This design comes from an exercise in tuning for small area on the open sky130 flow, not from production work. Function was checked by simulation only, so behaviour that the tests miss may differ from the original. No driver is modelled on the clock port, so clocking that relies on it looks cheaper here than on a real chip. No activity file was given, so power comes from the tool's default toggle rates.

==> flow/design.v <==
module object_bounds #(
  parameter int LABEL_WIDTH = 8,
  parameter int MAX_LABELS  = 64,
  parameter int COORD_WIDTH = 10,
  parameter int COUNT_WIDTH = 20
) (
  input  logic                   clk,
  input  logic                   reset,
  input  logic                   en,
  input  logic                   vsync,
  input  logic [COORD_WIDTH-1:0] x,
  input  logic [COORD_WIDTH-1:0] y,
  input  logic [LABEL_WIDTH-1:0] label,
  output logic                   out_valid,
  input  logic                   out_ready,
  output logic [LABEL_WIDTH-1:0] out_label,
  output logic [COORD_WIDTH-1:0] out_x_min,
  output logic [COORD_WIDTH-1:0] out_x_max,
  output logic [COORD_WIDTH-1:0] out_y_min,
  output logic [COORD_WIDTH-1:0] out_y_max,
  output logic [COUNT_WIDTH-1:0] out_count,
  output logic                   busy,
  output logic                   overflow
);
  localparam int IDX_W = $clog2(MAX_LABELS);
  localparam int LW1   = LABEL_WIDTH + 1;
  localparam logic [IDX_W-1:0] LAST_IDX  = IDX_W'(MAX_LABELS - 1);
  localparam logic [IDX_W-1:0] FIRST_IDX = IDX_W'(1);
  localparam logic [COUNT_WIDTH-1:0] ONE_COUNT = COUNT_WIDTH'(1);
  typedef enum logic {ACCUM, DUMP} state_t;
  state_t state;
  state_t state_next;
  logic [MAX_LABELS-1:0]  tbl_valid;
  logic [COORD_WIDTH-1:0] tbl_x_min [MAX_LABELS];
  logic [COORD_WIDTH-1:0] tbl_x_max [MAX_LABELS];
  logic [COORD_WIDTH-1:0] tbl_y_min [MAX_LABELS];
  logic [COORD_WIDTH-1:0] tbl_y_max [MAX_LABELS];
  logic [COUNT_WIDTH-1:0] tbl_count [MAX_LABELS];
  logic [IDX_W-1:0] idx;
  logic             vsync_d;
  logic             frame_end;
  logic             in_range;
  logic             pix_hit;
  logic             pix_oor;
  logic [IDX_W-1:0] pidx;
  logic             cur_valid;
  logic [COORD_WIDTH-1:0] new_x_min;
  logic [COORD_WIDTH-1:0] new_x_max;
  logic [COORD_WIDTH-1:0] new_y_min;
  logic [COORD_WIDTH-1:0] new_y_max;
  logic [COUNT_WIDTH-1:0] new_count;
  logic             accept;
  logic             load;
  logic [IDX_W-1:0] load_idx;
  logic             bypass;
  logic             ld_valid;
  logic [COORD_WIDTH-1:0] ld_x_min;
  logic [COORD_WIDTH-1:0] ld_x_max;
  logic [COORD_WIDTH-1:0] ld_y_min;
  logic [COORD_WIDTH-1:0] ld_y_max;
  logic [COUNT_WIDTH-1:0] ld_count;
  assign frame_end = vsync & ~vsync_d;
  assign in_range  = ({1'b0, label} < LW1'(MAX_LABELS));
  assign pidx      = label[IDX_W-1:0];
  assign cur_valid = tbl_valid[pidx];
  always_comb begin
    pix_hit = 1'b0;
    pix_oor = 1'b0;
    if (state == ACCUM && en && label != '0) begin
      pix_hit = in_range;
      pix_oor = ~in_range;
    end
  end
  always_comb begin
    new_x_min = x;
    new_x_max = x;
    new_y_min = y;
    new_y_max = y;
    new_count = ONE_COUNT;
    if (cur_valid) begin
      new_x_min = (x < tbl_x_min[pidx]) ? x : tbl_x_min[pidx];
      new_x_max = (x > tbl_x_max[pidx]) ? x : tbl_x_max[pidx];
      new_y_min = (y < tbl_y_min[pidx]) ? y : tbl_y_min[pidx];
      new_y_max = (y > tbl_y_max[pidx]) ? y : tbl_y_max[pidx];
      new_count = (&tbl_count[pidx]) ? tbl_count[pidx] : tbl_count[pidx] + ONE_COUNT;
    end
  end
  always_comb begin
    state_next = state;
    accept     = 1'b0;
    load       = 1'b0;
    load_idx   = idx + FIRST_IDX;
    case (state)
      ACCUM: begin
        if (frame_end) begin
          state_next = DUMP;
          load       = 1'b1;
          load_idx   = FIRST_IDX;
        end
      end
      DUMP: begin
        accept = out_valid & out_ready;
        if (!out_valid || out_ready) begin
          if (idx == LAST_IDX) begin
            state_next = ACCUM;
          end else begin
            load = 1'b1;
          end
        end
      end
      default: state_next = ACCUM;
    endcase
  end
  always_comb begin
    bypass   = pix_hit && (pidx == load_idx);
    ld_valid = bypass | tbl_valid[load_idx];
    ld_x_min = bypass ? new_x_min : tbl_x_min[load_idx];
    ld_x_max = bypass ? new_x_max : tbl_x_max[load_idx];
    ld_y_min = bypass ? new_y_min : tbl_y_min[load_idx];
    ld_y_max = bypass ? new_y_max : tbl_y_max[load_idx];
    ld_count = bypass ? new_count : tbl_count[load_idx];
  end
  always_ff @(posedge clk or posedge reset) begin
    if (reset) begin
      state     <= ACCUM;
      vsync_d   <= 1'b0;
      tbl_valid <= '0;
      idx       <= '0;
      busy      <= 1'b0;
      overflow  <= 1'b0;
      out_valid <= 1'b0;
      out_label <= '0;
      out_x_min <= '0;
      out_x_max <= '0;
      out_y_min <= '0;
      out_y_max <= '0;
      out_count <= '0;
    end else begin
      state   <= state_next;
      vsync_d <= vsync;
      busy    <= (state_next == DUMP);
      if (pix_hit) begin
        tbl_valid[pidx] <= 1'b1;
      end
      if (accept) begin
        tbl_valid[idx] <= 1'b0;
      end
      if (pix_oor) begin
        overflow <= 1'b1;
      end else if (state == DUMP && state_next == ACCUM) begin
        overflow <= 1'b0;
      end
      if (load) begin
        idx       <= load_idx;
        out_valid <= ld_valid;
        out_label <= LABEL_WIDTH'(load_idx);
        out_x_min <= ld_x_min;
        out_x_max <= ld_x_max;
        out_y_min <= ld_y_min;
        out_y_max <= ld_y_max;
        out_count <= ld_count;
      end else if (state_next == ACCUM) begin
        out_valid <= 1'b0;
      end
    end
  end
  always_ff @(posedge clk) begin
    if (pix_hit) begin
      tbl_x_min[pidx] <= new_x_min;
      tbl_x_max[pidx] <= new_x_max;
      tbl_y_min[pidx] <= new_y_min;
      tbl_y_max[pidx] <= new_y_max;
      tbl_count[pidx] <= new_count;
    end
  end
endmodule
==> flow/run.sh <==
#!/bin/bash
# synth_recipe.tcl (not shown) runs the flow's synth.tcl, then flattens the netlist and writes it again
# the make line also repeats each setting of config.mk as NAME=value (left out here)
make -C /OpenROAD-flow-scripts/flow DESIGN_CONFIG=/design/flow/config.mk WORK_HOME=/design/flow/orfs CLKGATE_MAP_FILE= SYNTH_SCRIPT=/design/flow/synth_recipe.tcl finish
==> flow/config.mk <==
export PLATFORM = sky130hd
export DESIGN_NAME = object_bounds
export DESIGN_NICKNAME = object_bounds
export VERILOG_FILES = /design/flow/design.v
export SDC_FILE = /design/flow/constraint.sdc
export NUM_CORES = 8
export LEC_CHECK = 0
export CAP_MARGIN = 20
export CORE_MARGIN = 2
export CORE_UTILIZATION = 40
export SLEW_MARGIN = 20
==> flow/constraint.sdc <==
create_clock -name core_clock -period 8.0 [get_ports {clk}]
set_input_delay 1.6000 -clock core_clock [delete_from_list [all_inputs] [get_ports {clk}]]
set_output_delay 1.6000 -clock core_clock [all_outputs]
set_load 0.01 [all_outputs]
==> results.txt, run 1 <==
status timing/DRC/antenna clean; Final Core Density 45.80%; Root Driver clkbuf_16; Worst Path Required 8960 ps; Initial Utilization 40.13%; setup ws final 1239 ps; peak fanout along the critical path 65; setup slack, reg-to-reg 2440 ps; RSZ-0062 raised after global routing no; fmax 0.1479 GHz; critical path startpoint category primary input; synth unique cells 106; # Post-CTS Setup Buffers 0; # DRC 0; Routed Antenna Nets 0; register area share after synthesis 63.87%; TritonCTS clock tree yes; Post-Syn Area 0.1858 mm2; Primary FF master, synth edfxtp_1; kind of cell adding the most delay to the critical path simple AND/OR/NAND/NOR gates; Worst Path Arrival 7720 ps; PwrDens 351.3 mW/mm2; Worst Tran Pin Value 1290 ps; port buffer count 101; slowest cell on the critical path mux2_2; Clk pin slew, worst setup/hold paths 60 ps; max-cap violations 0; detailed-route wire length 876.5 mm; Avg Vias per Cell 7.442; routability cong. 0.9472; Total GRT Usage 35.63%; Slew HR 13.99%; worst path cell trace buf_8 > buf_4 > buf_4 > and2_4 > a21oi_1 > a21oi_1 > a221oi_1 > o22ai_1 > a221oi_1 > nand4_1 > inv_1 > ha_1 > a2111oi_0 > a211oi_1 > nor2_2 > mux2_2 > nand2_1 > a31oi_1; 1st-iter DRT viols 33,150; die height 685.5 um; fin crit share 84.51%; via count 157,400; number of flops mapped to enable cells by yosys 3,840; vias in the first global route 142,400; Nets 14,630; area grow syn2layout 14.13%; hold_buf cts 0; IO Pins 104; Hold Vio Cnt, Final 0; Finish-stage setup viols 0; Max Slew Vio Count 0; worst hold path class reg2reg; Async SR Flop Fraction 3.372%; first-pass GRT wire length 1178 mm; antenna violations before repair 50; core area 0.4629 mm2; CTS buffer count 409; syn_area_per_cell 12.62 um2; remaining global-route overflow 0; Cells after Synth 14,720; H-tree depth 5; CP endpoint kind register; iteration count of the initial detailed-routing pass 10; filler cell count 41,090; Yosys warning total 1; pre-CTS setup slack 504.9 ps; die width 685.5 um; clock latency (worst-skew pair) 1090 ps; maximum clock insertion buffer count 4; CTS sink cnt 3,974; Tmin final 6761 ps; row count 250; Final Skew 67.76 ps; Leak 67.65 nW; Max rail drop VDD 463.9 uV; kind of critical path in2reg; Detailed Place HPWL 486.5 mm; Die ar. 0.4699 mm2; pin count of the biggest net entering global routing 171; post-CTS sizing 0; synthesized flop and latch total 3,974; worst hold slack 486.5 ps; layout cells sized above 1 12.96%; wire per inst 41.44 um; CP max stage delay 1040 ps; Buf/Inv on CP 4
area by class of cell:
cell class,count,area [um2],share of cell area (%)
antenna,79,197.7,0.09323
clock buffer,516,10970,5.172
clock inverter,246,2590,1.221
inverter,51,220.2,0.1039
multi-input combinational,9255,61710,29.10
sequential,3974,118700,55.96
tap,6174,7725,3.643
timing repair buffer,859,9962,4.698
final timing paths:
check                                          start                  endpoint  cells after the start
min                             overflow$_DFFE_PP0P_      overflow$_DFFE_PP0P_                      2
max in group asynchronous                      reset  out_y_max[0]$_DFFE_PP0P_                      3
max                                         label[1]  out_y_max[0]$_DFFE_PP0P_                     18
min reg2reg                     overflow$_DFFE_PP0P_      overflow$_DFFE_PP0P_                      2
max reg2reg                tbl_y_max[9][2]$_DFFE_PP_  out_y_max[0]$_DFFE_PP0P_                     20
min in group asynchronous                      reset   tbl_valid[34]$_DFF_PP0_                      2
routing by layer:
layer	track usage [%]	vias up	wire length, um
met5	0	-	245
met4	26.83	34	75810
met3	12.84	3787	147100
met2	49.50	16620	356400
met1	45.38	77710	296900
li1	-	59280	-
state kept, by name (all words and copies together), names as in the netlist:
name	count
out_x_max	10
tbl_x_max	640
out_y_min	10
tbl_count	1280
out_count	20
tbl_x_min	640
idx	6
state	1
tbl_y_min	640
out_x_min	10
out_valid	1
vsync_d	1
tbl_y_max	640
tbl_valid	64
out_y_max	10
overflow	1
stage by stage:
step                setup TNS (ps)  power (W)  std cells  area (um2)
detailed placement               0    0.05349      20310      198200
finish                           0    0.07448      21150      212000
floorplan                  -101610    0.04236      14720      185800
global placement                 0    0.05338      20300      197900
CTS                              0    0.07293      21070      211800
global route                     0    0.07617      21090      211900
synth_stat cells (213+ instances only):
cell type	count	share of area, %
clkbuf_1	859	1.7
edfxtp_1	3840	62
buf_2	237	0.64
nor2_1	325	0.66
a31oi_1	383	1.3
o221ai_1	954	4.5
a311oi_1	282	1.3
a22oi_1	637	2.6
a221oi_1	430	2.0
nand3_1	961	2.6
buf_1	213	0.43
nand2_1	2187	4.4
a21oi_1	941	2.5
mux2i_1	341	1.8
worst reg2reg max path: stages, from the launching register on:
cell and delay, ps:
edfxtp_1 400, mux2_2 280, a221oi_1 260, nor2_1 90, a221oi_1 250, nor2_1 90
a221oi_1 220, o211ai_1 190, nor4_1 230, buf_4 180, ha_1 240, o21a_1 110
o21a_1 160, o21a_1 160, o21a_1 180, o21ai_0 150, a211oi_1 130, nor2_2 770
mux2_2 1050, nand2_1 140, a31oi_1 200
where the power goes:
group | switching [W] | internal [W]
Sequential | 0.000445 | 0.0232
Clock | 0.00872 | 0.0111
Combinational | 0.0217 | 0.00929
Total | 0.0309 | 0.0436
placed cells by master, fill, tap and decap left out, types with 231 or more instances in the layout:
cell type | Yosys | final
a311oi_1 | 282 | 282
buf_4 | 71 | 504
o221ai_1 | 954 | 954
mux2i_1 | 341 | 328
buf_12 | 11 | 252
nand3_1 | 961 | 959
nor2_1 | 325 | 231
a21oi_1 | 941 | 940
edfxtp_1 | 3840 | 3840
nand2_1 | 2187 | 2179
clkbuf_16 | 0 | 417
a221oi_1 | 430 | 430
a22oi_1 | 637 | 637
a31oi_1 | 383 | 383
cells by family after synthesis:
logic type | synth area share (%)
XOR/XNOR | 0.1226
AND/OR/NAND/NOR | 9.144
AO/OA/AOI/OAI | 18.23
buffers and inverters | 3.590
flip-flops | 63.87
adder cells (fa/ha/maj) | 0.3233
multiplexers | 4.716
other | 0.002019
==> run 2: changes to the inputs <==
==> flow/design.v (replaced) <==
module object_bounds #(
  parameter int LABEL_WIDTH = 8,
  parameter int MAX_LABELS  = 64,
  parameter int COORD_WIDTH = 10,
  parameter int COUNT_WIDTH = 20
) (
  input  logic                   clk,
  input  logic                   reset,
  input  logic                   en,
  input  logic                   vsync,
  input  logic [COORD_WIDTH-1:0] x,
  input  logic [COORD_WIDTH-1:0] y,
  input  logic [LABEL_WIDTH-1:0] label,
  output logic                   out_valid,
  input  logic                   out_ready,
  output logic [LABEL_WIDTH-1:0] out_label,
  output logic [COORD_WIDTH-1:0] out_x_min,
  output logic [COORD_WIDTH-1:0] out_x_max,
  output logic [COORD_WIDTH-1:0] out_y_min,
  output logic [COORD_WIDTH-1:0] out_y_max,
  output logic [COUNT_WIDTH-1:0] out_count,
  output logic                   busy,
  output logic                   overflow
);
  localparam int IDX_W = $clog2(MAX_LABELS);
  localparam int CW    = COORD_WIDTH;
  localparam int NW    = COUNT_WIDTH;
  localparam int EW    = 4 * CW + NW;
  logic [MAX_LABELS-1:1] tbl_valid;
  logic [EW-1:0]         tbl [MAX_LABELS-1:1];
  logic             vsync_d;
  logic [IDX_W-1:0] idx;
  logic [IDX_W-1:0]      addr;
  logic [MAX_LABELS-1:1] sel;
  logic [EW-1:0]         rd;
  logic                  rd_valid;
  logic           pix_hit;
  logic           pix_oor;
  logic [CW-1:0]  r_x_min, r_x_max, r_y_min, r_y_max;
  logic [NW-1:0]  r_count;
  logic [EW-1:0]  wd;
  logic           frame_end;
  logic           advance;
  logic           last;
  assign frame_end = vsync & ~vsync_d;
  assign addr = busy ? idx : label[IDX_W-1:0];
  always_comb begin
    for (int i = 1; i < MAX_LABELS; i++) sel[i] = (addr == IDX_W'(i));
  end
  always_comb begin
    rd       = '0;
    rd_valid = 1'b0;
    for (int i = 1; i < MAX_LABELS; i++) begin
      rd       = rd | (tbl[i] & {EW{sel[i]}});
      rd_valid = rd_valid | (tbl_valid[i] & sel[i]);
    end
  end
  assign {r_count, r_y_max, r_y_min, r_x_max, r_x_min} = rd;
  assign pix_hit = ~busy & en & (label != '0) & (label[LABEL_WIDTH-1:IDX_W] == '0);
  assign pix_oor = ~busy & en & (label[LABEL_WIDTH-1:IDX_W] != '0);
  always_comb begin
    if (rd_valid) begin
      wd = {(&r_count) ? r_count : r_count + NW'(1),
            (y > r_y_max) ? y : r_y_max,
            (y < r_y_min) ? y : r_y_min,
            (x > r_x_max) ? x : r_x_max,
            (x < r_x_min) ? x : r_x_min};
    end else begin
      wd = {NW'(1), y, y, x, x};
    end
  end
  assign out_valid = busy & rd_valid;
  assign out_label = LABEL_WIDTH'(idx);
  assign {out_count, out_y_max, out_y_min, out_x_max, out_x_min} = rd & {EW{busy}};
  assign advance = busy & (~rd_valid | out_ready);
  assign last    = (idx == IDX_W'(MAX_LABELS - 1));
  always_ff @(posedge clk or posedge reset) begin
    if (reset) begin
      vsync_d   <= 1'b0;
      busy      <= 1'b0;
      overflow  <= 1'b0;
      idx       <= '0;
      tbl_valid <= '0;
    end else begin
      vsync_d <= vsync;
      if (!busy) begin
        if (frame_end) begin
          busy <= 1'b1;
          idx  <= IDX_W'(1);
        end
      end else if (advance) begin
        idx <= idx + IDX_W'(1);
        if (last) begin
          busy     <= 1'b0;
          overflow <= 1'b0;
        end
      end
      if (pix_oor) overflow <= 1'b1;
      for (int i = 1; i < MAX_LABELS; i++) begin
        if (pix_hit && sel[i]) tbl_valid[i] <= 1'b1;
        if (busy && out_ready && sel[i]) tbl_valid[i] <= 1'b0;
      end
    end
  end
  always_ff @(posedge clk) begin
    for (int i = 1; i < MAX_LABELS; i++) begin
      if (pix_hit && sel[i]) tbl[i] <= wd;
    end
  end
endmodule
==> results.txt, run 2 <==
status failed layout checks; SO Viols setup timing; Psw 0.02239 W (-27%); number of flops mapped to enable cells by yosys 3,780 (-1.6%); maximum clock insertion buffer count 4 (unchanged); area grow syn2layout 20.63%; Tmin final 8204 ps (+1443 ps); Primary FF master, synth edfxtp_1; first-pass GRT wire length 914.2 mm (-22%); sw frac 35.92% (-5.5 points); H-tree depth 5 (unchanged); CTS sink cnt 3,852 (-3.1%); wire per inst 50.58 um (+22%); clock latency (worst-skew pair) 1010 ps (-80 ps); vias in the first global route 94,230 (-34%); Total GRT Usage 38.02% (+2.4 points); detailed-route wire length 714.6 mm (-18%); routability cong. 1.002 (+5.8%); Cells after Synth 8,012 (-46%); largest cells by area after synthesis edfxtp_1 79%, a22oi_1 3.8%, a22o_1 3.0%; worst hold path class reg2reg; via count 107,000 (-32%); synth unique cells 94 (-11%); Comb pwr share 34.3% (-7.3 points); row count 220 (-12%); peak fanout along the critical path 15 (-77%); Reg with most FFs tbl; pin count of the biggest net entering global routing 64 (-63%); synthesized flop and latch total 3,852 (-3.1%); Nets 9,028 (-38%); Finish-stage setup viols 5 (+5); Slew HR 11.88% (-2.1 points); die height 603.5 um (-12%); Detailed Place HPWL 402.1 mm (-17%); RSZ-0062 raised after global routing yes; port buffer count 101 (unchanged); Leak 53.76 nW (-21%); PwrDens 359.5 mW/mm2 (+2.3%); Die ar. 0.3642 mm2 (-22%); core area 0.3584 mm2 (-23%); Initial Utilization 40.11% (about the same); Worst Tran Pin Value 1288 ps (-1.772 ps); met2 Use GR 51.86% (+2.4 points); Post-synth top cells 3,780 x edfxtp_1, 733 x a22oi_1, 497 x a22o_1; biggest regs tbl (3780), tbl_valid (63), idx (6); Yosys warning total 2 (+1); die width 603.5 um (-12%); Internal Pwr Total 0.03995 W (-8.4%); critical path startpoint category primary input; remaining global-route overflow 0 (unchanged); Clk pin slew, worst setup/hold paths 60 ps (about the same); max FFs per register 3,780 (+200%); Worst Path Arrival 6600 ps (-1120 ps); pre-CTS setup slack -258.8 ps (-763.7 ps); iteration count of the initial detailed-routing pass 12 (+2); most frequent cells in the layout 3,780 x edfxtp_1, 733 x a22oi_1, 727 x buf_4, 497 x a22o_1, 412 x a221oi_1; CTS buffer count 383 (-6.4%); CP endpoint kind output pin; layout cells sized above 1 18.88% (+5.9 points); TritonCTS clock tree yes; Root Driver clkbuf_16; commonest non-fill, non-tap cell in the layout edfxtp_1; Final Skew 61.06 ps (-6.702 ps); fmax 0.1219 GHz (-18%); Post-Syn Area 0.1438 mm2 (-23%); antenna violations before repair 65 (+30%); worst hold slack 512.6 ps (+26.13 ps); met1 Use GR 48.07% (+2.7 points); max-cap violations 0 (unchanged); most utilized layer in the global route result met2; syn_area_per_cell 17.94 um2 (+42%); fin crit share 102.5% (+18 points); met3 usage 16.34% (+3.5 points); Avg Vias per Cell 7.572 (+1.7%); cell taking the most area after synthesis edfxtp_1; share of Yosys cell area claimed by the top area cell type 78.96% (+17 points); IO Pins 104 (unchanged); register area share after synthesis 80.21% (+16 points); Async SR Flop Fraction 1.869% (-1.5 points); # DRC 0 (unchanged); Max Slew Vio Count 0 (unchanged); Hold Vio Cnt, Final 0 (unchanged); kind of critical path in2out; setup total negative slack -471.6 ps (-471.6 ps); count leader, synth edfxtp_1; Routed Antenna Nets 0 (unchanged); Worst Path Required 6400 ps (-2560 ps); sequential share of power 35.7% (+4.0 points); 1st-iter DRT viols 27,570 (-17%); clock share of power 29.9% (+3.3 points); Max rail drop VDD 371.7 uV (-20%); setup ws final -203.6 ps (-1443 ps)
-- run 2: worst max-delay path: stages --
cell	delay, ps
clkdlybuf4s50_1	480
buf_4	210
or3b_1	180
buf_4	290
buf_4	240
nand2_2	320
buf_4	360
a22oi_1	410
o22ai_1	320
a2111oi_1	660
nand4_1	520
buf_12	330
and2_1	150
clkdlybuf4s50_1	470
-- run 2: final timing paths --
| kind | from | to | slack, ps | depth (start not counted) |
|---|---|---|---|---|
| hold / removal | overflow$_DFFE_PP0P_ | overflow$_DFFE_PP0P_ | 510 | 1 |
| max in group asynchronous | reset | tbl_valid[35]$_DFFE_PP0P_ | 5810 | 3 |
| setup reg to reg | busy$_DFF_PP0_ | tbl[46][18]$_DFFE_PP_ | 660 | 20 |
| min in group asynchronous | reset | idx[5]$_DFFE_PP0P_ | 920 | 2 |
| setup / recovery | label[0] | out_count[8] | -200 | 14 |
| hold reg to reg | overflow$_DFFE_PP0P_ | overflow$_DFFE_PP0P_ | 510 | 1 |
-- run 2: repair_timing --
| action | CTS | global route |
|---|---|---|
| buffers inserted | 3 | 0 |
| setup endpoints to repair | 1 | 4 |
| resized for setup | 1 | 4 |
| endpoints found under the hold margin | 0 | 0 |
| hold buffers | 0 | 0 |
| pin swaps | 2 | 1 |
-- run 2: power groups by stage --
stage	logic [W]	clock network [W]	registers [W]
after global routing	0.0211	0.0192	0.0223
after CTS	0.0201	0.0185	0.0223
after global placement	0.0200	0	0.0227
after floorplan	0.00760	0	0.0227
final	0.0214	0.0187	0.0223
after detailed placement	0.0200	0	0.0227
-- run 2: through the flow --
| step | util [%] | cells | cell area [um2] | total power [W] |
|---|---|---|---|---|
| 3_5_place_dp | 44.74 | 13340 | 160300 | 0.04274 |
| 5_1_grt | 48.33 | 14050 | 173200 | 0.06265 |
| 6_report | 48.38 | 14130 | 173400 | 0.06234 |
| 2_1_floorplan | - | 8013 | 143800 | 0.03029 |
| 3_3_place_gp | 44.73 | 13340 | 160300 | 0.04274 |
| 4_1_cts | 48.32 | 14050 | 173200 | 0.06090 |
-- run 2: final cells by class --
type	instances	area [um2]
multi-input cells	3552	26740
repair buffers	1117	12180
fillers	29390	185000
clock inverters	236	2834
inverters	51	193.9
clock buffers	468	9975
diodes	79	197.7
flip-flops and latches	3852	115300
well taps	4773	5972
-- run 2: cells by family after synthesis --
family / synth area share, %
DFF: 80.21
AOI/OAI and AO/OA: 13.84
and+or+nand+nor: 3.450
buffers and inverters: 1.704
muxes: 0.4300
adders and majority gates: 0.3307
xor gates and xnor gates: 0.03047
other: 0.002609
-- run 2: per-layer routing --
layer / routed length [um] / share of wire (%)
met5: 465 / 0.065
met4: 65420 / 9.2
met3: 137500 / 19
met2: 284700 / 40
met1: 226400 / 32
==> run 3: changes to the inputs <==
==> flow/design.v (replaced) <==
module object_bounds #(
  parameter int LABEL_WIDTH = 8,
  parameter int MAX_LABELS  = 64,
  parameter int COORD_WIDTH = 10,
  parameter int COUNT_WIDTH = 20
) (
  input  logic                   clk,
  input  logic                   reset,
  input  logic                   en,
  input  logic                   vsync,
  input  logic [COORD_WIDTH-1:0] x,
  input  logic [COORD_WIDTH-1:0] y,
  input  logic [LABEL_WIDTH-1:0] label,
  output logic                   out_valid,
  input  logic                   out_ready,
  output logic [LABEL_WIDTH-1:0] out_label,
  output logic [COORD_WIDTH-1:0] out_x_min,
  output logic [COORD_WIDTH-1:0] out_x_max,
  output logic [COORD_WIDTH-1:0] out_y_min,
  output logic [COORD_WIDTH-1:0] out_y_max,
  output logic [COUNT_WIDTH-1:0] out_count,
  output logic                   busy,
  output logic                   overflow
);
  localparam int IDX_W = $clog2(MAX_LABELS);
  localparam int CW    = COORD_WIDTH;
  localparam int NW    = COUNT_WIDTH;
  localparam int NE    = MAX_LABELS - 1;      
  localparam int EW    = 4 * CW + NW;
  localparam int NG    = NE / 3;              
  localparam int HW    = 5;                   
  logic [NE:1]   tbl_valid;
  logic [EW-1:0] tbl [NE:1];
  logic             vsync_d;
  logic [IDX_W-1:0] idx;
  logic             p_hit;
  logic [IDX_W-1:0] p_lab;
  logic [CW-1:0]    p_x;
  logic [CW-1:0]    p_y;
  logic [IDX_W-1:0] addr;
  logic [NE:1]      sel;
  logic [EW:0]      rd_all;
  logic [EW-1:0]    rd;
  logic             rd_valid;
  logic [CW-1:0]    r_x_min, r_x_max, r_y_min, r_y_max;
  logic [NW-1:0]    r_count;
  logic [EW-1:0]    wd;
  logic [NE:1]      we;
  logic [NE:1]      we_n;
  logic [EW-1:0]    tbl_d [NE:1];
  logic             frame_end;
  logic             pend1;
  logic             p_is1;
  logic             c_rd, c_wd, c_t1;
  logic [EW-1:0]    rec;
  logic             accept;
  logic             advance;
  logic             last;
  assign frame_end = vsync & ~vsync_d;
  assign addr = p_hit ? p_lab : idx;
  always_comb begin
    for (int i = 1; i <= NE; i++) sel[i] = (addr == IDX_W'(i));
  end
  for (genvar b = 0; b <= EW; b++) begin : g_rd
    logic [NG-1:0] z;
    for (genvar k = 0; k < NG; k++) begin : g_grp
      if (b == EW) begin : g_v
        ob_aoi3 u_aoi (
          .a0(tbl_valid[3*k+1]), .s0(sel[3*k+1]),
          .a1(tbl_valid[3*k+2]), .s1(sel[3*k+2]),
          .a2(tbl_valid[3*k+3]), .s2(sel[3*k+3]),
          .z (z[k])
        );
      end else begin : g_d
        ob_aoi3 u_aoi (
          .a0(tbl[3*k+1][b]), .s0(sel[3*k+1]),
          .a1(tbl[3*k+2][b]), .s1(sel[3*k+2]),
          .a2(tbl[3*k+3][b]), .s2(sel[3*k+3]),
          .z (z[k])
        );
      end
    end
    assign rd_all[b] = ~&z;
  end
  assign rd       = rd_all[EW-1:0];
  assign rd_valid = rd_all[EW];
  assign {r_count, r_y_max, r_y_min, r_x_max, r_x_min} = rd;
  always_comb begin
    if (rd_valid) begin
      wd = {(&r_count) ? r_count : r_count + NW'(1),
            (p_y > r_y_max) ? p_y : r_y_max,
            (p_y < r_y_min) ? p_y : r_y_min,
            (p_x > r_x_max) ? p_x : r_x_max,
            (p_x < r_x_min) ? p_x : r_x_min};
    end else begin
      wd = {NW'(1), p_y, p_y, p_x, p_x};
    end
  end
  assign we   = sel & {NE{p_hit}};
  assign we_n = ~we;
  for (genvar i = 1; i <= NE; i++) begin : g_hold
    for (genvar j = 0; j < EW / HW; j++) begin : g_slice
      ob_hold #(.W(HW)) u_hold (
        .we  (we[i]),
        .we_n(we_n[i]),
        .d   (wd[j*HW +: HW]),
        .q   (tbl[i][j*HW +: HW]),
        .o   (tbl_d[i][j*HW +: HW])
      );
    end
  end
  assign pend1 = busy & p_hit;
  assign p_is1 = (p_lab == IDX_W'(1));
  assign c_rd  = busy & ~p_hit;
  assign c_wd  = pend1 & p_is1;
  assign c_t1  = pend1 & ~p_is1;
  logic [CW-1:0] t1_x_min, t1_x_max, t1_y_min, t1_y_max;
  logic [NW-1:0] t1_count;
  logic [EW-1:0] wd1;
  assign {t1_count, t1_y_max, t1_y_min, t1_x_max, t1_x_min} = tbl[1];
  always_comb begin
    if (tbl_valid[1]) begin
      wd1 = {(&t1_count) ? t1_count : t1_count + NW'(1),
             (p_y > t1_y_max) ? p_y : t1_y_max,
             (p_y < t1_y_min) ? p_y : t1_y_min,
             (p_x > t1_x_max) ? p_x : t1_x_max,
             (p_x < t1_x_min) ? p_x : t1_x_min};
    end else begin
      wd1 = {NW'(1), p_y, p_y, p_x, p_x};
    end
  end
  assign rec = (rd & {EW{c_rd}}) | (wd1 & {EW{c_wd}}) | (tbl[1] & {EW{c_t1}});
  assign {out_count, out_y_max, out_y_min, out_x_max, out_x_min} = rec;
  assign out_valid = (c_rd & rd_valid) | c_wd | (c_t1 & tbl_valid[1]);
  assign out_label = LABEL_WIDTH'(idx);
  assign accept  = out_valid & out_ready;
  assign advance = busy & (~out_valid | out_ready);
  assign last    = (idx == IDX_W'(NE));
  always_ff @(posedge clk or posedge reset) begin
    if (reset) begin
      vsync_d   <= 1'b0;
      busy      <= 1'b0;
      overflow  <= 1'b0;
      idx       <= '0;
      p_hit     <= 1'b0;
      tbl_valid <= '0;
    end else begin
      vsync_d <= vsync;
      p_hit   <= ~busy & en & (label != '0) & (label[LABEL_WIDTH-1:IDX_W] == '0);
      if (!busy) begin
        if (frame_end) begin
          busy <= 1'b1;
          idx  <= IDX_W'(1);
        end
      end else if (advance) begin
        idx <= idx + IDX_W'(1);
        if (last) begin
          busy     <= 1'b0;
          overflow <= 1'b0;
        end
      end
      if (~busy & en & (label[LABEL_WIDTH-1:IDX_W] != '0)) overflow <= 1'b1;
      for (int i = 1; i <= NE; i++) begin
        if (we[i]) tbl_valid[i] <= 1'b1;
        if (accept && (p_hit ? (i == 1) : sel[i])) tbl_valid[i] <= 1'b0;
      end
    end
  end
  always_ff @(posedge clk) begin
    p_lab <= label[IDX_W-1:0];
    p_x   <= x;
    p_y   <= y;
    for (int i = 1; i <= NE; i++) tbl[i] <= tbl_d[i];
  end
endmodule
module ob_aoi3 (
  input  logic a0, s0,
  input  logic a1, s1,
  input  logic a2, s2,
  output logic z
);
  assign z = ~((a0 & s0) | (a1 & s1) | (a2 & s2));
endmodule
module ob_hold #(
  parameter int W = 1
) (
  input  logic         we,
  input  logic         we_n,
  input  logic [W-1:0] d,
  input  logic [W-1:0] q,
  output logic [W-1:0] o
);
  assign o = (d & {W{we}}) | (q & {W{we_n}});
endmodule
--- a/flow/config.mk
+++ b/flow/config.mk
@@ -8,4 +8,10 @@
 export CAP_MARGIN = 20
 export CORE_MARGIN = 2
-export CORE_UTILIZATION = 40
+export CORE_UTILIZATION = 55
+export CTS_BUF_LIST = sky130_fd_sc_hd__clkbuf_16
+export CTS_CLUSTER_DIAMETER = 80
+export CTS_CLUSTER_SIZE = 25
+export PLACE_DENSITY = 0.65
 export SLEW_MARGIN = 20
+export SYNTH_HIERARCHICAL = 1
+export SYNTH_MINIMUM_KEEP_SIZE = 0
==> results.txt, run 3 <==
CTS sink cnt 3,879 (+0.70%); area of the multi-input gates 0.05577 mm2 (+110%); launching point of the worst reg2reg path idx[1]$_DFFE_PP0P_; routability cong. 0.9542 (-4.8%); largest cells by area after synthesis dfxtp_1 57%, a22o_1 25%, a222oi_1 9.6%; Post-synth top cells 3,806 x dfxtp_1, 3,782 x a22o_1, 1,281 x a222oi_1; max-cap violations 0 (unchanged); peak fanout along the critical path 27 (+12); PwrDens 275.8 mW/mm2 (-23%); core area 0.2408 mm2 (-33%); clock latency (worst-skew pair) 900 ps (-110 ps); area grow syn2layout 11.91%; H-tree depth 4 (-1); syn_area_per_cell 12.58 um2 (-30%); setup slack, reg-to-reg 640 ps (-20 ps); Final Skew 48.97 ps (-12.09 ps); register area 0.07802 mm2 (-32%); Avg Vias per Cell 8.210 (+8.4%); Tmin final 8008 ps (-195.2 ps); Worst Path Required 6400 ps (about the same); register area share after synthesis 58.53% (-22 points); synthesized flop and latch total 3,879 (+0.70%); non-filler cells, final 14,580 (+3.2%); iteration count of the initial detailed-routing pass 12 (unchanged); Critical R2R Capture tbl[16][33]$_DFF_P_; Cells after Synth 10,600 (+32%); Slew HR 14.67% (+2.8 points); Total GRT Usage 46.69% (+8.7 points); fmax 0.1249 GHz (+2.4%); slowest cell on the critical path nor4_1; remaining global-route overflow 0 (unchanged); Critical Path Sink out_y_max[4]; worst reg-to-reg path cell count 21 (+5.0%); Detailed Place HPWL 361.5 mm (-10%); commonest non-fill, non-tap cell in the layout dfxtp_1; port buffer count 101 (unchanged); detailed-route wire length 605.4 mm (-15%); Reg with most FFs tbl; placed cell count 14,320 (+7.3%); synth unique cells 65 (-31%); Nets 11,440 (+27%); Worst Path Arrival 6410 ps (-190 ps); worst hold slack 478.4 ps (-34.27 ps); status failed layout checks; die height 496.3 um (-18%); Root Driver clkbuf_16; Async SR Flop Fraction 1.882% (+0.013 points); CP endpoint kind output pin; Die ar. 0.2463 mm2 (-32%); maximum clock insertion buffer count 3 (-1); row count 180 (-18%); 1st-iter DRT viols 24,620 (-11%); Max Slew Vio Count 0 (unchanged); CP max stage delay 940 ps (+280 ps); Buf/Inv on CP 3 (-4); SO Viols setup timing; worst path cell trace nand2_1 > nor2_1 > a21oi_4 > nor2_4 > buf_4 > a222oi_1 > nand4_1 > nor4_1 > nand2_1 > inv_1 > nor3_1 > a221o_1 > clkdlybuf4s50_1; Max rail drop VDD 678.3 uV (+82%); TritonCTS clock tree yes; count leader, synth dfxtp_1; cell taking the most area after synthesis dfxtp_1; CTS buffer count 179 (-53%); setup ws final -8.373 ps (+195.2 ps); hold path depth 1 (unchanged); layout cells sized above 1 8.795% (-10 points); pin count of the biggest net entering global routing 74 (+16%); Clk pin slew, worst setup/hold paths 100 ps (+40 ps); Initial Utilization 55.37% (+15 points); IO Pins 104 (unchanged); vias in the first global route 112,500 (+19%); Primary FF master, synth dfxtp_1; number of flops mapped to enable cells by yosys 0 (-100%); RSZ-0062 raised after global routing yes; most numerous cell on the critical path nand2_1; Worst Tran Pin Value 1277 ps (-11.56 ps); pre-CTS setup slack 809.4 ps (+1068 ps); antenna violations before repair 37 (-43%); fin crit share 100.1% (-2.4 points); kind of cell adding the most delay to the critical path simple AND/OR/NAND/NOR gates; max FFs per register 3,780 (unchanged); Post-Syn Area 0.1333 mm2 (-7.3%); Routed Antenna Nets 0 (unchanged); Critical Path Start p_hit$_DFF_PP0_; critical path startpoint category register; Leak 56.58 nW (+5.2%); share of Yosys cell area claimed by the top area cell type 57.16% (-22 points); # DRC 0 (unchanged); first-pass GRT wire length 843.1 mm (-7.8%); worst hold path class reg2reg; Finish-stage setup viols 1 (-4); Total Power Consumption 0.04114 W (-34%); kind of critical path reg2out; hold_buf cts 0 (unchanged); via count 119,700 (+12%); most frequent cells in the layout 3,806 x dfxtp_1, 3,782 x a22o_1, 1,281 x a222oi_1, 436 x buf_4, 301 x nand2_1; die width 496.3 um (-18%); Critical Path Stages 13 (-1); wire per inst 41.51 um (-18%); Yosys warning total 10 (+8); biggest regs tbl (3780), tbl_valid (63); Hold Vio Cnt, Final 0 (unchanged); filler cell count 18,700 (-36%)
run 3: changes by cell type after synthesis, moves of 90 or more:
cell,change
dfxtp_1,+3806
edfxtp_1,-3780
a22o_1,+3285
a222oi_1,+1159
a22oi_1,-712
a221oi_1,-412
clkbuf_1,-295
nand2_1,+190
o21ai_0,-184
buf_1,-111
a21boi_0,-105
inv_1,+100
nor3_1,-90
run 3: worst reg2reg max path, delay by kind of cell, from the launching register on:
family	cells	cell delay [ps]
fa+ha+maj	1	310
simple gates	6	2070
flops	1	540
buf+inv	5	1380
compound gates	9	3020
run 3: through the flow:
stage	setup TNS, ps	utilization (%)	area (um2)
global placement	0	59.76	143900
floorplan	-606590	-	133400
global route	0	61.95	149200
CTS	0	61.88	149000
finish	-8.373	61.97	149200
detailed placement	0	59.77	143900
run 3: what timing repair did:
| item | in CTS | in global routing |
|---|---|---|
| gates cloned | 0 | 1 |
| pin swaps | 2 | 5 |
| setup endpoints to repair | 1 | 14 |
| buffers inserted | 6 | 6 |
| resized for setup | 0 | 4 |
run 3: metal layers:
layer	share of wire [%]	GRT usage, %	vias to the layer above
met5	0.080	0.1931	-
met4	7.6	30.52	32
met3	16	18.77	1844
met2	40	63.41	10620
met1	37	60.88	59700
li1	-	-	47540
run 3: cells by family after synthesis:
family	count (synthesis)	synth area share (%)
xor+xnor	21	0.1380
compound gates	5345	35.96
other cells	1	0.002813
flops	3879	58.53
simple gates	1035	3.783
mux	24	0.2290
fa+ha+maj	79	0.7415
buf+inv	215	0.6204
run 3: worst min-delay path by stage:
stage                         from                   to
2_1_floorplan   tbl[10][0]$_DFF_P_   tbl[10][0]$_DFF_P_
3_3_place_gp   tbl[10][27]$_DFF_P_  tbl[10][27]$_DFF_P_
3_5_place_dp   tbl[52][39]$_DFF_P_  tbl[52][39]$_DFF_P_
4_1_cts          tbl[3][4]$_DFF_P_    tbl[3][4]$_DFF_P_
5_1_grt        tbl[10][20]$_DFF_P_  tbl[10][20]$_DFF_P_
6_report       tbl[43][27]$_DFF_P_  tbl[43][27]$_DFF_P_
run 3: layout make-up:
cell class                 count  area share [%]
multi-input combinational   6507           37.38
clock buffer                 182           3.053
tap                         3185           2.671
clock inverter                52          0.3254
inverter                     151          0.3858
sequential                  3879           52.30
antenna                       17         0.02851
timing repair buffer         611           3.858
run 3: per-module statistics from Yosys, one instance, submodules excluded, a selection:
module,cells inside,cell area (um2),copies in the design
object_bounds,5538,87380,1
ob_aoi3,1,10.01,1281
run 3: power by group:
| part | leakage [nW] | internal, W | switching (W) |
|---|---|---|---|
| sequential | 31.4 | 0.0199 | 0.000530 |
| clock | 2.54 | 0.00427 | 0.00638 |
| combinational | 22.7 | 0.00192 | 0.00810 |
==> run 4: changes to the inputs <==
--- a/flow/design.v
+++ b/flow/design.v
@@ -35,9 +35,16 @@
   logic [IDX_W-1:0] idx;
   logic             p_hit;
-  logic [IDX_W-1:0] p_lab;
+  logic             p_is1;
   logic [CW-1:0]    p_x;
   logic [CW-1:0]    p_y;
-  logic [IDX_W-1:0] addr;
-  logic [NE:1]      sel;
+  localparam int HA = IDX_W / 2;
+  localparam int HB = IDX_W - HA;
+  logic [(1<<HA)-1:0] a_hi;
+  logic [(1<<HB)-1:0] a_lo;
+  logic               p_hit_d;
+  logic               busy_d;
+  logic [IDX_W-1:0]   idx_d;
+  logic [IDX_W-1:0]   addr_d;
+  logic [NE:1]        sel;
   logic [EW:0]      rd_all;
   logic [EW-1:0]    rd;
@@ -51,5 +58,4 @@
   logic             frame_end;
   logic             pend1;
-  logic             p_is1;
   logic             c_rd, c_wd, c_t1;
   logic [EW-1:0]    rec;
@@ -58,7 +64,6 @@
   logic             last;
   assign frame_end = vsync & ~vsync_d;
-  assign addr = p_hit ? p_lab : idx;
-  always_comb begin
-    for (int i = 1; i <= NE; i++) sel[i] = (addr == IDX_W'(i));
+  always_comb begin
+    for (int i = 1; i <= NE; i++) sel[i] = a_hi[i >> HB] & a_lo[i % (1 << HB)];
   end
   for (genvar b = 0; b <= EW; b++) begin : g_rd
@@ -111,5 +116,4 @@
   end
   assign pend1 = busy & p_hit;
-  assign p_is1 = (p_lab == IDX_W'(1));
   assign c_rd  = busy & ~p_hit;
   assign c_wd  = pend1 & p_is1;
@@ -137,4 +141,19 @@
   assign advance = busy & (~out_valid | out_ready);
   assign last    = (idx == IDX_W'(NE));
+  always_comb begin
+    busy_d = busy;
+    idx_d  = idx;
+    if (!busy) begin
+      if (frame_end) begin
+        busy_d = 1'b1;
+        idx_d  = IDX_W'(1);
+      end
+    end else if (advance) begin
+      idx_d = idx + IDX_W'(1);
+      if (last) busy_d = 1'b0;
+    end
+  end
+  assign p_hit_d = ~busy & en & (label != '0) & (label[LABEL_WIDTH-1:IDX_W] == '0);
+  assign addr_d  = p_hit_d ? label[IDX_W-1:0] : idx_d;
   always_ff @(posedge clk or posedge reset) begin
     if (reset) begin
@@ -147,17 +166,8 @@
     end else begin
       vsync_d <= vsync;
-      p_hit   <= ~busy & en & (label != '0) & (label[LABEL_WIDTH-1:IDX_W] == '0);
-      if (!busy) begin
-        if (frame_end) begin
-          busy <= 1'b1;
-          idx  <= IDX_W'(1);
-        end
-      end else if (advance) begin
-        idx <= idx + IDX_W'(1);
-        if (last) begin
-          busy     <= 1'b0;
-          overflow <= 1'b0;
-        end
-      end
+      p_hit   <= p_hit_d;
+      busy    <= busy_d;
+      idx     <= idx_d;
+      if (busy && advance && last) overflow <= 1'b0;
       if (~busy & en & (label[LABEL_WIDTH-1:IDX_W] != '0)) overflow <= 1'b1;
       for (int i = 1; i <= NE; i++) begin
@@ -168,5 +178,7 @@
   end
   always_ff @(posedge clk) begin
-    p_lab <= label[IDX_W-1:0];
+    p_is1 <= (label[IDX_W-1:0] == IDX_W'(1));
+    a_hi  <= (1 << HA)'(1) << addr_d[IDX_W-1:HB];
+    a_lo  <= (1 << HB)'(1) << addr_d[HB-1:0];
     p_x   <= x;
     p_y   <= y;
==> flow/flow/run.sh (new file) <==
#!/bin/bash
# Layout flow: the standard ORFS flow (standard.sh, unchanged synthesis)
# with three changes to how the layout is made:
#   * clock tree: clkbuf_16 leaf buffers driving clusters of up to 25
#     registers, without the dummy loads TritonCTS adds for balancing;
#   * port buffers: every input and output port still gets its own buffer,
#     a buf_1 instead of the default delay buffer;
#   * after global routing, repair_timing -recover_power downsizes cells
#     on paths with slack to spare.
# Each ORFS step writes its full log under orfs/logs/; make's own output
# goes to flow_make.log in this folder.
set -euo pipefail

CTS="-sink_clustering_enable -repair_clock_nets -dont_use_dummy_load"
CTS="$CTS -sink_clustering_size 25 -sink_clustering_max_diameter 80"
CTS="$CTS -buf_list sky130_fd_sc_hd__clkbuf_16"

bash standard.sh \
  "CTS_ARGS=$CTS" \
  "BUFFER_PORTS_ARGS=-buffer_cell sky130_fd_sc_hd__buf_1" \
  RECOVER_POWER=100 \
  finish > flow_make.log 2>&1
==> flow/standard.sh (new file) <==
#!/bin/bash
# synth_recipe.tcl (not shown) runs the flow's synth.tcl, then flattens the netlist and writes it again
# the make line also repeats each setting of config.mk as NAME=value (left out here)
make -C /OpenROAD-flow-scripts/flow DESIGN_CONFIG=/design/flow/config.mk WORK_HOME=/design/flow/orfs CLKGATE_MAP_FILE= SYNTH_SCRIPT=/design/flow/synth_recipe.tcl "${@:-finish}"
--- a/flow/config.mk
+++ b/flow/config.mk
@@ -9,7 +9,4 @@
 export CORE_MARGIN = 2
 export CORE_UTILIZATION = 55
-export CTS_BUF_LIST = sky130_fd_sc_hd__clkbuf_16
-export CTS_CLUSTER_DIAMETER = 80
-export CTS_CLUSTER_SIZE = 25
 export PLACE_DENSITY = 0.65
 export SLEW_MARGIN = 20
removed: flow/run.sh
==> results.txt, run 4 <==
synth unique cells 70 (+7.7%); die width 496.8 um (about the same); commonest non-fill, non-tap cell in the layout dfxtp_1; CP endpoint kind register; kind of critical path reg2reg; SO Viols capacitance limit, slew limit, setup timing; sw frac 34.82% (-1.7 points); H-tree depth 4 (unchanged); syn_area_per_cell 12.53 um2 (-0.42%); Total Power Consumption 0.03903 W (-5.1%); biggest regs tbl (3780), tbl_valid (63); register area share after synthesis 58.59% (+0.063 points); Async SR Flop Fraction 1.877% (-0.0053 points); Clk pin slew, worst setup/hold paths 80 ps (-20 ps); Max Slew Vio Count 1,227 (+1,227); setup ws final -112.6 ps (-104.3 ps); Detailed Place HPWL 353.8 mm (-2.1%); remaining global-route overflow 0 (unchanged); Initial Utilization 55.42% (about the same); Post-Syn Area 0.1335 mm2 (+0.17%); Comb pwr share 21.1% (-3.3 points); RSZ-0062 raised after global routing no; fin crit share 101.4% (+1.3 points); area grow syn2layout 9.753%; Die ar. 0.2468 mm2 (+0.17%); layout cells sized above 1 7.097% (-1.7 points); maximum clock insertion buffer count 3 (unchanged); Internal Pwr Total 0.02544 W (-2.6%); Top Layer Used met5; peak fanout along the critical path 27 (unchanged); first-pass GRT wire length 840.2 mm (-0.34%); 1st-iter DRT viols 25,080 (+1.9%); fmax 0.1233 GHz (-1.3%); metal1 wirelength 213.8 mm (-3.3%); hold_buf cts 0 (unchanged); worst hold path class reg2reg; Root Driver clkbuf_16; Tmin final 8113 ps (+104.3 ps); Slew HR -160.7% (-180 points); vias in the first global route 113,100 (+0.58%); critical path startpoint category register; sequential share of power 52.7% (+2.9 points); via count 118,900 (-0.74%); launching point of the worst reg2reg path a_lo[2]$_SDFF_PP0_; share of Yosys cell area claimed by the top area cell type 57.22% (+0.065 points); Nets 11,400 (-0.36%); clock latency (worst-skew pair) 900 ps (about the same); Worst Tran Pin Value 3911 ps (+2634 ps); cell taking the most area after synthesis dfxtp_1; Critical Path Start a_lo[2]$_SDFF_PP0_; Reg with most FFs tbl; Worst Path Required 8810 ps (+2410 ps); count leader, synth dfxtp_1; met2 WL post-DR 245.2 mm (+2.2%); CTS buffer count 181 (+1.1%); Met3 Wirelength 89.96 mm (-8.4%); routability cong. 0.9829 (+3.0%); # DRC 0 (unchanged); Final Skew 96.67 ps (+47.69 ps); PwrDens 266.3 mW/mm2 (-3.4%); filler cell count 19,030 (+1.8%); Post-synth top cells 3,817 x dfxtp_1, 3,780 x a22o_1, 1,291 x a222oi_1; Max rail drop VDD 516.3 uV (-24%); Cells after Synth 10,660 (+0.59%); Psw 0.01359 W (-9.4%); wire per inst 41.54 um (about the same); Avg Vias per Cell 8.176 (-0.41%); worst hold slack 475.1 ps (-3.280 ps); # Post-CTS Setup Buffers 0 (-6); port buffer count 101 (unchanged); row count 180 (unchanged); die height 496.8 um (about the same); placed cell count 14,280 (-0.24%); CTS sink cnt 3,890 (+0.28%); IO Pins 104 (unchanged); Primary FF master, synth dfxtp_1; core area 0.2410 mm2 (about the same); number of flops mapped to enable cells by yosys 0 (unchanged); max FFs per register 3,780 (unchanged); synthesized flop and latch total 3,890 (+0.28%); Leak 55.84 nW (-1.3%); Routed Antenna Nets 0 (unchanged); Total GRT Usage 46.55% (-0.14 points); Yosys warning total 10 (unchanged); post-CTS sizing 0 (unchanged); most frequent cells in the layout 3,817 x dfxtp_1, 3,780 x a22o_1, 1,291 x a222oi_1, 348 x nand2_1, 276 x buf_4; Worst Path Arrival 8920 ps (+2510 ps); max-cap violations 34 (+34); antenna violations before repair 43 (+16%); pin count of the biggest net entering global routing 67 (-9.5%); Finish-stage setup viols 100 (+99); Hold Startpoint tbl[8][49]$_DFF_P_; non-filler cells, final 14,540 (-0.32%); pre-CTS setup slack 1285 ps (+476.1 ps); detailed-route wire length 603.9 mm (-0.26%); Hold Vio Cnt, Final 0 (unchanged); largest cells by area after synthesis dfxtp_1 57%, a22o_1 25%, a222oi_1 9.7%; iteration count of the initial detailed-routing pass 14 (+2); status failed layout checks; clock share of power 26.2% (+0.3 points); TritonCTS clock tree yes
[run 4: cell count changes in the layout (fill, tap and decap cells not counted), sizes merged, moves of 17 or more]
cell           change
buf               -87
o21ai             +53
inv               +21
o31ai             -63
clkdlybuf4s50    -101
clkbuf            +73
nand2             +44
nor2              -36
diode             +49
clkinv            -17
[run 4: stage by stage]
step                utilization (%)  cell area (um2)  TNS, ps
detailed placement            59.14           142500        0
finish                        60.82           146600    -5822
floorplan                         -           133500        0
global route                  60.76           146400        0
global placement              59.12           142500        0
CTS                           61.02           147100        0
[run 4: cell families after synthesis]
group | after synthesis | share of synthesized area (%)
AND/OR/NAND/NOR | 1049 | 3.823
XOR/XNOR | 13 | 0.08526
other | 1 | 0.002808
flip-flops | 3890 | 58.59
buffers and inverters | 258 | 0.7608
multiplexers | 25 | 0.2014
adder cells (fa/ha/maj) | 79 | 0.7402
AO/OA/AOI/OAI | 5347 | 35.80
[run 4: power groups by stage]
stage | sequential [W] | combinational, W | clock (W)
after floorplan | 0.0208 | 0.00344 | 0
after global routing | 0.0206 | 0.00821 | 0.0108
final | 0.0206 | 0.00824 | 0.0102
after CTS | 0.0205 | 0.00815 | 0.0102
after detailed placement | 0.0210 | 0.00814 | 0
after global placement | 0.0210 | 0.00791 | 0
[run 4: cell type report]
type                            instances  area [um2]  area share, %
Antenna cell                           66       165.2         0.1127
Sequential cell                      3890       78240          53.38
Tap cell                             3185        3985          2.719
Clock buffer                          181        4529          3.090
Timing Repair Buffer                  497        3806          2.597
Inverter                              203       764.5         0.5216
Multi-Input combinational cell       6515       55070          37.57
[run 4: worst paths after layout]
check	slack, ps	to	depth (start not counted)
setup / recovery	-110	tbl[36][48]$_DFF_P_	15
hold / removal	480	tbl[8][49]$_DFF_P_	1
setup reg to reg	-110	tbl[36][48]$_DFF_P_	15
hold reg to reg	480	tbl[8][49]$_DFF_P_	1
max in group asynchronous	2560	p_hit$_DFF_PP0_	3
min in group asynchronous	730	vsync_d$_DFF_PP0_	2
[run 4: routing by layer]
| layer | track usage, % | vias up |
|---|---|---|
| li1 | - | 47440 |
| met1 | 57.13 | 59570 |
| met2 | 65.39 | 9946 |
| met3 | 17.88 | 1875 |
| met4 | 36.15 | 26 |
| met5 | 0.3089 | - |
[run 4: per-module statistics from Yosys, one instance, submodules excluded, excerpt]
module	cells inside	flip-flops and latches	cell area (um2)	copies in the design
object_bounds	5601	3890	87610	1
ob_aoi3	1	0	10.01	1281
[run 4: worst max-delay path: stages (launching register included)]
cell      delay [ps]
dfxtp_1          450
nand2_1          140
inv_1            580
buf_4            570
a222oi_1         400
nand4_1          630
nor4_2          1210
nand2_1          480
nand3_1          230
nor4_1            70
clkbuf_1         270
nor3_1           250
xnor2_1          100
nor2_2          1630
clkbuf_2         720
a22o_1           240
==> run 5: changes to the inputs <==
==> flow/flow/run.sh (replaced) <==
#!/bin/bash
# Layout flow: the standard ORFS flow (standard.sh, unchanged synthesis)
# with these changes to how the layout is made:
#   * clock tree: clkbuf_16 leaf buffers driving clusters of up to 25
#     registers, without the dummy loads TritonCTS adds for balancing;
#   * port buffers: every input and output port still gets its own buffer,
#     a buf_1 instead of the default delay buffer;
#   * placement-time and CTS-time repair use buffers up to buf_6
#     (flow/small_buffers.tcl).
# Each ORFS step writes its full log under orfs/logs/; make's own output
# goes to flow_synth.log and flow_make.log in this folder.
set -euo pipefail

HOOK="$PWD/flow/small_buffers.tcl"
CTS="-sink_clustering_enable -repair_clock_nets -dont_use_dummy_load"
CTS="$CTS -sink_clustering_size 25 -sink_clustering_max_diameter 80"
CTS="$CTS -buf_list sky130_fd_sc_hd__clkbuf_16"

bash standard.sh synth > flow_synth.log 2>&1
bash standard.sh \
  "CTS_ARGS=$CTS" \
  "BUFFER_PORTS_ARGS=-buffer_cell sky130_fd_sc_hd__buf_1" \
  "PRE_GLOBAL_PLACE_TCL=$HOOK" \
  "PRE_RESIZE_TCL=$HOOK" \
  "PRE_CTS_TCL=$HOOK" \
  finish > flow_make.log 2>&1
==> flow/flow/small_buffers.tcl (new file) <==
# Keep placement-time repair to small buffers: the long, high-fanout nets of
# the table (selects, write data, write enables) are then split into more,
# smaller buffers instead of a few big ones.
set_dont_use [get_lib_cells {sky130_fd_sc_hd__buf_8 sky130_fd_sc_hd__buf_12 sky130_fd_sc_hd__buf_16 sky130_fd_sc_hd__bufbuf_8 sky130_fd_sc_hd__bufbuf_16 sky130_fd_sc_hd__bufinv_8 sky130_fd_sc_hd__bufinv_16}]
==> results.txt, run 5 <==
Worst Path Required 6400 ps (-2410 ps); post-CTS sizing 0 (unchanged); critical path startpoint category register; Worst Path Arrival 6000 ps (-2920 ps); Yosys warning total 10 (unchanged); remaining global-route overflow 0 (unchanged); non-filler cells, final 14,560 (+0.19%); row count 180 (unchanged); kind of critical path reg2out; TritonCTS clock tree yes; placed cell count 14,370 (+0.59%); syn_area_per_cell 12.53 um2 (unchanged); Async SR Flop Fraction 1.877% (unchanged); max FFs per register 3,780 (unchanged); setup ws final 395.3 ps (+508.0 ps); die width 496.8 um (unchanged); Die ar. 0.2468 mm2 (unchanged); cell taking the most area after synthesis dfxtp_1; # DRC 0 (unchanged); antenna violations before repair 46 (+7.0%); filler cell count 19,220 (+0.96%); Routed Antenna Nets 0 (unchanged); IO Pins 104 (unchanged); Slew HR 14.08% (+170 points); clock latency (worst-skew pair) 900 ps (about the same); port buffer count 101 (unchanged); Reg with most FFs tbl; CTS buffer count 180 (-0.55%); share of Yosys cell area claimed by the top area cell type 57.22% (unchanged); Cells after Synth 10,660 (unchanged); fin crit share 95.06% (-6.3 points); status timing/DRC/antenna clean; wire per inst 40.58 um (-2.3%); Tmin final 7605 ps (-508.0 ps); pre-CTS setup slack 869.6 ps (-415.9 ps); detailed-route wire length 591.1 mm (-2.1%); synthesized flop and latch total 3,890 (unchanged); register area share after synthesis 58.59% (unchanged); RSZ-0062 raised after global routing no; number of flops mapped to enable cells by yosys 0 (unchanged); most frequent cells in the layout 3,817 x dfxtp_1, 3,780 x a22o_1, 1,291 x a222oi_1, 347 x nand2_1, 297 x buf_2; peak fanout along the critical path 33 (+22%); iteration count of the initial detailed-routing pass 14 (unchanged); synth unique cells 70 (unchanged); die height 496.8 um (unchanged); pin count of the biggest net entering global routing 65 (-3.0%); area grow syn2layout 9.399%; layout cells sized above 1 8.316% (+1.2 points); Finish-stage setup viols 0 (-100%); CP endpoint kind output pin; Avg Vias per Cell 8.109 (-0.82%); biggest regs tbl (3780), tbl_valid (63); Nets 11,480 (+0.68%); routability cong. 0.9861 (+0.33%); via count 118,100 (-0.64%); Primary FF master, synth dfxtp_1; hold_buf cts 0 (unchanged); Max rail drop VDD 418.1 uV (-19%); # Post-CTS Setup Buffers 0 (unchanged); Clk pin slew, worst setup/hold paths 100 ps (+20 ps); commonest non-fill, non-tap cell in the layout dfxtp_1; Final Skew 95.99 ps (-0.6743 ps); first-pass GRT wire length 827.7 mm (-1.5%); worst hold path class reg2reg; Hold Vio Cnt, Final 0 (unchanged); count leader, synth dfxtp_1; Initial Utilization 55.42% (unchanged); core area 0.2410 mm2 (unchanged); vias in the first global route 111,700 (-1.3%); fmax 0.1315 GHz (+6.7%); Post-synth top cells 3,817 x dfxtp_1, 3,780 x a22o_1, 1,291 x a222oi_1; Max Slew Vio Count 0 (-100%); Detailed Place HPWL 360.6 mm (+1.9%); Leak 56.13 nW (+0.52%); Worst Tran Pin Value 1277 ps (-2634 ps); Total GRT Usage 45.58% (-0.97 points); largest cells by area after synthesis dfxtp_1 57%, a22o_1 25%, a222oi_1 9.7%; 1st-iter DRT viols 24,120 (-3.8%); Post-Syn Area 0.1335 mm2 (unchanged); CTS sink cnt 3,890 (unchanged); max-cap violations 0 (-100%); setup total negative slack 0 ps (+5822 ps); PwrDens 265.8 mW/mm2 (-0.18%)
==> run 5: cell counts after synthesis <==
Identical to the previous run, type by type.
==> run 5: path summary, 6_finish.rpt <==
| path | endpoint | startpoint | cells past startpoint | slack, ps |
|---|---|---|---|---|
| max in group asynchronous | p_hit$_DFF_PP0_ | reset | 3 | 5660 |
| min in group asynchronous | tbl_valid[44]$_DFFE_PP0P_ | reset | 2 | 830 |
| min reg2reg | tbl[33][27]$_DFF_P_ | tbl[33][27]$_DFF_P_ | 1 | 470 |
| min | tbl[33][27]$_DFF_P_ | tbl[33][27]$_DFF_P_ | 1 | 470 |
| max reg2reg | tbl[32][33]$_DFF_P_ | a_lo[1]$_SDFF_PP0_ | 19 | 470 |
| max | out_count[19] | a_lo[2]$_SDFF_PP0_ | 12 | 400 |
==> run 5: cell families (layout without fill, tap and decap cells) <==
logic type | Yosys count | in the layout | synth area share, %
AOI/OAI and AO/OA | 5347 | 5347 | 35.80
xor gates and xnor gates | 13 | 13 | 0.08526
other | 1 | 18 | 0.002808
muxes | 25 | 25 | 0.2014
and+or+nand+nor | 1049 | 1049 | 3.823
adders and majority gates | 79 | 79 | 0.7402
buffers and inverters | 258 | 958 | 0.7608
DFF | 3890 | 3890 | 58.59
==> run 5: power by group <==
part / switching (W) / internal [W]
logic: 0.00676 / 0.00133
clock network: 0.00613 / 0.00402
registers: 0.000552 / 0.0200
total: 0.0134 / 0.0254
==> run 5: per-stage QoR <==
step	util [%]	area [um2]	power, W	hold WS, ps
after global routing	60.62	146100	0.03950	484.9
after CTS	60.59	146000	0.03825	470.6
after floorplan	-	133500	0.02421	439.1
after global placement	58.69	141400	0.02835	451.0
after detailed placement	58.72	141500	0.02856	452.2
final	60.62	146100	0.03884	469.5
==> run 5: critical path, stage by stage (launching register included) <==
cell,delay [ps]
dfxtp_1,450
nand2_1,170
inv_2,370
buf_4,390
buf_4,250
a222oi_1,620
nand4_1,860
nor4_2,440
buf_2,300
nand2_1,220
a22oi_1,250
o21ai_0,430
buf_1,270
==> run 5: cell type report <==
cell class / instances / area, um2 / area share [%]
Antenna cell: 16 / 40.04 / 0.02741
Tap cell: 3185 / 3985 / 2.728
Sequential cell: 3890 / 78240 / 53.56
Clock buffer: 180 / 4504 / 3.083
Inverter: 203 / 772.0 / 0.5284
Multi-Input combinational cell: 6515 / 55350 / 37.88
Timing Repair Buffer: 575 / 3202 / 2.192
==> run 5: Yosys stat by module (local to each module, per instance), excerpt <==
module	copies in the design	flip-flops and latches	cells inside
object_bounds	1	3890	5601
ob_aoi3	1281	0	1
==> run 5: layer usage <==
layer	GRT usage (%)	up-vias	share of wire (%)
li1	-	47570	-
met5	0	-	0.033
met4	33.03	30	8.3
met1	58.12	59120	36
met2	63.26	9773	40
met3	16.62	1608	15
==> run 6: changes to the inputs <==
--- a/flow/flow/run.sh
+++ b/flow/flow/run.sh
@@ -2,5 +2,5 @@
 # Layout flow: the standard ORFS flow (standard.sh, unchanged synthesis)
 # with these changes to how the layout is made:
-#   * clock tree: clkbuf_16 leaf buffers driving clusters of up to 25
+#   * clock tree: clkbuf_16 leaf buffers driving clusters of up to 27
 #     registers, without the dummy loads TritonCTS adds for balancing;
 #   * port buffers: every input and output port still gets its own buffer,
@@ -14,5 +14,5 @@
 HOOK="$PWD/flow/small_buffers.tcl"
 CTS="-sink_clustering_enable -repair_clock_nets -dont_use_dummy_load"
-CTS="$CTS -sink_clustering_size 25 -sink_clustering_max_diameter 80"
+CTS="$CTS -sink_clustering_size 27 -sink_clustering_max_diameter 100"
 CTS="$CTS -buf_list sky130_fd_sc_hd__clkbuf_16"
 
==> results.txt, run 6 <==
die width 496.8 um (unchanged); wire per inst 40.57 um (about the same); Clk pin slew, worst setup/hold paths 110 ps (about the same); setup slack, reg-to-reg 410 ps (-60 ps); setup total negative slack 0 ps (unchanged); Hold Startpoint tbl[26][32]$_DFF_P_; # Post-CTS Setup Buffers 0 (unchanged); cell taking the most area after synthesis dfxtp_1; detailed-route wire length 590.5 mm (about the same); finished layout cell area 0.1457 mm2 (-0.28%); remaining global-route overflow 0 (unchanged); slowest cell on the critical path nor4_2; Yosys warning total 10 (unchanged); Final Skew 68.23 ps (-27.76 ps); register area share after synthesis 58.59% (unchanged); Finish-stage setup viols 0 (unchanged); status timing/DRC/antenna clean; sequential share of power 53.6% (+0.6 points); Worst Path Required 6400 ps (about the same); Critical R2R Capture tbl[32][33]$_DFF_P_; Async SR Flop Fraction 1.877% (unchanged); CTS sink cnt 3,890 (unchanged); placed cell count 14,370 (unchanged); fmax 0.1300 GHz (-1.1%); post-CTS sizing 0 (unchanged); Worst Tran Pin Value 1348 ps (+71.17 ps); first-pass GRT wire length 826.3 mm (-0.18%); CP max stage delay 1030 ps (+170 ps); most numerous cell on the critical path nand2_1; worst hold path class reg2reg; area grow syn2layout 9.094%; most frequent cells in the layout 3,817 x dfxtp_1, 3,780 x a22o_1, 1,291 x a222oi_1, 347 x nand2_1, 297 x buf_2; max FFs per register 3,780 (unchanged); 1st-iter DRT viols 24,160 (+0.18%); Post-Syn Area 0.1335 mm2 (unchanged); antenna violations before repair 43 (-6.5%); Total GRT Usage 45.49% (-0.088 points); kind of critical path reg2out; Cells after Synth 10,660 (unchanged); number of flops mapped to enable cells by yosys 0 (unchanged); commonest non-fill, non-tap cell in the layout dfxtp_1; core area 0.2410 mm2 (unchanged); critical path startpoint category register; max-cap violations 0 (unchanged); DP Area 0.1415 mm2 (unchanged); Tmin final 7692 ps (+87.28 ps); share of Yosys cell area claimed by the top area cell type 57.22% (unchanged); peak fanout along the critical path 31 (-6.1%); Leak 55.92 nW (-0.38%); syn_area_per_cell 12.53 um2 (unchanged); fin crit share 96.15% (+1.1 points); pin count of the biggest net entering global routing 65 (unchanged); Die ar. 0.2468 mm2 (unchanged); Reg with most FFs tbl; Psw 0.01335 W (-0.72%); Post-synth top cells 3,817 x dfxtp_1, 3,780 x a22o_1, 1,291 x a222oi_1; hold path depth 1 (unchanged); Hold Vio Cnt, Final 0 (unchanged); Internal Pwr Total 0.02504 W (-1.4%); layout cells sized above 1 8.180% (-0.14 points); port buffer count 101 (unchanged); Detailed Place HPWL 360.6 mm (unchanged); Primary FF master, synth dfxtp_1; clock share of power 25.3% (-0.9 points); largest cells by area after synthesis dfxtp_1 57%, a22o_1 25%, a222oi_1 9.7%; non-filler cells, final 14,560 (-0.048%); # DRC 0 (unchanged); Nets 11,460 (-0.16%); row count 180 (unchanged); clock latency (worst-skew pair) 900 ps (about the same); iteration count of the initial detailed-routing pass 13 (-1)
[run 6: cell counts after synthesis]
No cell type changed its count.
[run 6: area by class of cell]
class	instances	area, um2
clock buffers	163	4079
multi-input cells	6515	55350
diodes	27	67.56
flip-flops and latches	3890	78240
well taps	3185	3985
fillers	19250	95300
repair buffers	574	3191
inverters	203	772.0
[run 6: kinds of logic after synthesis]
logic type      after synthesis  synth area share [%]
buf+inv                     258                0.7608
compound gates             5347                 35.80
simple gates               1049                 3.823
xor+xnor                     13               0.08526
fa+ha+maj                    79                0.7402
other cells                   1              0.002808
flops                      3890                 58.59
mux                          25                0.2014
[run 6: how the worst max path moves through the flow]
| stage | to | startpoint | depth (start not counted) | slack [ps] |
|---|---|---|---|---|
| final | out_count[15] | a_lo[2]$_SDFF_PP0_ | 10 | 310 |
| after floorplan | tbl[10][44]$_DFF_P_ | a_lo[1]$_SDFF_PP0_ | 13 | 580 |
| after detailed placement | tbl[27][37]$_DFF_P_ | a_lo[1]$_SDFF_PP0_ | 18 | 870 |
| after CTS | out_count[19] | a_lo[2]$_SDFF_PP0_ | 12 | 690 |
| after global routing | out_count[15] | a_lo[2]$_SDFF_PP0_ | 10 | 410 |
| after global placement | tbl[35][12]$_DFF_P_ | a_lo[2]$_SDFF_PP0_ | 17 | -160 |
[run 6: routing by layer]
metal	up-vias	wire length, um	GRT usage [%]
met1	59340	214800	58.08
met5	-	161	0
met2	9744	237600	63.14
met3	1609	88170	16.33
met4	24	49790	33.20
li1	47510	-	-
[run 6: critical path: cells and delay by family, from the launching register on]
family | cells | cell delay (ps)
buffers and inverters | 3 | 980
DFF | 1 | 450
and+or+nand+nor | 5 | 2420
AOI/OAI and AO/OA | 2 | 1290
[run 6: per-module statistics from Yosys, one instance, submodules excluded, excerpt]
| module | cells inside | copies in the design | area, um2 | flip-flops and latches |
|---|---|---|---|---|
| object_bounds | 5601 | 1 | 87610 | 3890 |
| ob_aoi3 | 1 | 1281 | 10.01 | 0 |
[run 6: through the flow]
stage / hold WS (ps) / total power, W / setup WS [ps] / util [%]
2_1_floorplan: 439.1 / 0.02421 / 578.6 / -
3_3_place_gp: 451.0 / 0.02835 / -162.1 / 58.69
3_5_place_dp: 452.2 / 0.02856 / 869.6 / 58.72
4_1_cts: 477.5 / 0.03781 / 689.2 / 60.41
5_1_grt: 488.7 / 0.03905 / 408.6 / 60.44
6_report: 479.5 / 0.03839 / 308.1 / 60.46
[run 6: power by group through the flow]
stage	Clock (W)	Sequential [W]	Combinational [W]
finish	0.00970	0.0206	0.00810
global route	0.0103	0.0206	0.00811
CTS	0.00968	0.0206	0.00758
detailed placement	0	0.0210	0.00758
global placement	0	0.0210	0.00738
floorplan	0	0.0208	0.00344

Setup slack of run 6, layout unchanged: 0.308 ns with ideal ports, 0.209 ns with driving cells assumed (clock clkbuf_16, inputs buf_2), 0.412 ns with port delays also shifted by the 0.962 ns mid clock arrival.
